Background: an optimization exercise with open tools, aiming at small area. Do not read the settings as production practice.
At most, simulation tests tie the RTL to the original design; equivalence was not proved.
Power and IR drop assume default switching activity.

Setup of the baseline:
==> flow/design.v (excerpt) <==
module pid_controller_param #(
  parameter int DW   = pid_pkg::DEF_DW,
  parameter int FRAC = pid_pkg::DEF_FRAC,
  parameter int ACCW = 2*DW+4
) (
  input  logic                 clk,
  input  logic                 rst,
  input  logic                 en,
  input  logic                 clear,
  input  logic signed [DW-1:0] setpoint,
  input  logic signed [DW-1:0] feedback,
  input  logic signed [DW-1:0] kp,
  input  logic signed [DW-1:0] ki,
  input  logic signed [DW-1:0] kd,
  input  logic [ACCW-2:0]      int_limit,
  input  logic [15:0]          clk_times,
  output logic signed [DW-1:0] control_signal,
  output logic                 valid,
  output logic                 busy,
  output logic                 overrun
);
  logic [2:0]       st_q;
  logic [15:0]      cnt_q;
  logic [15:0]      e_q;       
  logic [15:0]      pe_q;      
  logic             pe_v;      
  logic [ACCW-1:0]  acc_q;     
  logic             acc_c;     
  logic             acc_v;     
  logic [31:0]      t_q;       
  logic [15:0]      ctrl_q;
  logic             valid_q, overrun_q;
  logic s_idle, s_p, s_i, s_d, s_sum, tick;
  assign s_idle = ~st_q[2] & ~st_q[0];
  assign s_p    = st_q[1] & ~st_q[2];
  assign s_i    = st_q[2] & st_q[0];
  assign s_d    = st_q[1] & ~st_q[0];
  assign s_sum  = st_q[2] & ~st_q[1];
  logic [16:0] err_raw, de_raw;
  logic [15:0] err_sat, de_sat;
  logic [16:0] err_c, de_c;
  assign err_raw[0] = setpoint[0] ^ feedback[0];
  assign err_c[1]   = setpoint[0] | ~feedback[0];
  assign de_raw[0]  = e_q[0] ^ pe_q[0];
  assign de_c[1]    = e_q[0] | ~pe_q[0];
  genvar gk;
  generate
    for (gk = 1; gk < 17; gk++) begin : g_sub
      logic c_unused_e, c_unused_d;
      if (gk < 16) begin : g_mid
        pid_fa u_e (.a(setpoint[gk]), .b(~feedback[gk]), .c(err_c[gk]), .s(err_raw[gk]), .co(err_c[gk+1]));
  ...
Settings: LEC_CHECK=0, ABC_AREA=1, CAP_MARGIN=20, CORE_MARGIN=2, CORE_UTILIZATION=40, CTS_BUF_LIST=sky130_fd_sc_hd__clkbuf_8, SLEW_MARGIN=20, SYNTH_HIERARCHICAL=1; clock period 13.5 ns.
standard.sh (not shown) runs the stock make flow with config.mk's settings and CLKGATE_MAP_FILE= SYNTH_SCRIPT=/design/flow/synth_recipe.tcl, a recipe that flattens the netlist after the stock synthesis.
==> flow/flow/run.sh <==
#!/bin/bash
# Standard layout, with the smallest buffer on the ports.
set -euo pipefail
export BUFFER_PORTS_ARGS="-buffer_cell sky130_fd_sc_hd__buf_1"
bash standard.sh > flow_standard.log 2>&1
The following lists how the candidate was set up differently from the baseline:
--- a/flow/design.v
+++ b/flow/design.v
@@ -89,22 +89,23 @@
   logic             acc_c;     
   logic             acc_v;     
   logic [31:0]      t_q;       
   logic [15:0]      ctrl_q;
   logic             valid_q, overrun_q;
   logic s_idle, s_p, s_i, s_d, s_sum, tick;
   assign s_idle = ~st_q[2] & ~st_q[0];
   assign s_p    = st_q[1] & ~st_q[2];
   assign s_i    = st_q[2] & st_q[0];
   assign s_d    = st_q[1] & ~st_q[0];
   assign s_sum  = st_q[2] & ~st_q[1];
+  assign tick = en && (cnt_q == clk_times);
   logic [16:0] err_raw, de_raw;
   logic [15:0] err_sat, de_sat;
   logic [16:0] err_c, de_c;
   assign err_raw[0] = setpoint[0] ^ feedback[0];
   assign err_c[1]   = setpoint[0] | ~feedback[0];
   assign de_raw[0]  = e_q[0] ^ pe_q[0];
   assign de_c[1]    = e_q[0] | ~pe_q[0];
   genvar gk;
   generate
     for (gk = 1; gk < 17; gk++) begin : g_sub
       logic c_unused_e, c_unused_d;
Findings:
On global-route usage, the candidate tracks the baseline almost exactly. Share of power burned in the clock network across the candidate and the baseline: no real change. Comparing the baseline with the candidate, the final cell count came out essentially unchanged. Setup fix buffers added after clock tree synthesis came out exactly the same in the candidate and the baseline. Diff the baseline..the candidate | number of cells on the critical path | unchanged. The baseline -> the candidate: utilization delta 0, exact match. Comparing the baseline against the candidate, there is no change at all in number of placement rows.
Only the layout flow was run in the candidate; the RTL was not checked for function there.

==> port drivers added, routing unchanged <==
Ports are ideal in the flow. The routed layouts listed here were re-timed in OpenROAD.
Step 1 (the two cells are an assumption about what drives the block):
set clk [get_ports {clk}]
set_driving_cell -lib_cell sky130_fd_sc_hd__clkbuf_16 $clk
set_driving_cell -lib_cell sky130_fd_sc_hd__buf_2 [delete_from_list [all_inputs] $clk]
Step 2 times the ports against the registers' clock, not the clock port: input delays grow and output delays shrink by t, the midpoint of the rising clock arrivals with the driver on.
a / b / c = ideal ports / drivers / drivers and shift; a / b = the first two.
run | t (ns) | setup slack, ns | pins driven straight from the clock port
the baseline | 0.509 | 2.662 / 2.686 / 2.177 | 1
the candidate | 0.509 | 2.662 / 2.686 / 2.177 | 1
After both steps setup and hold are still met in every run listed.
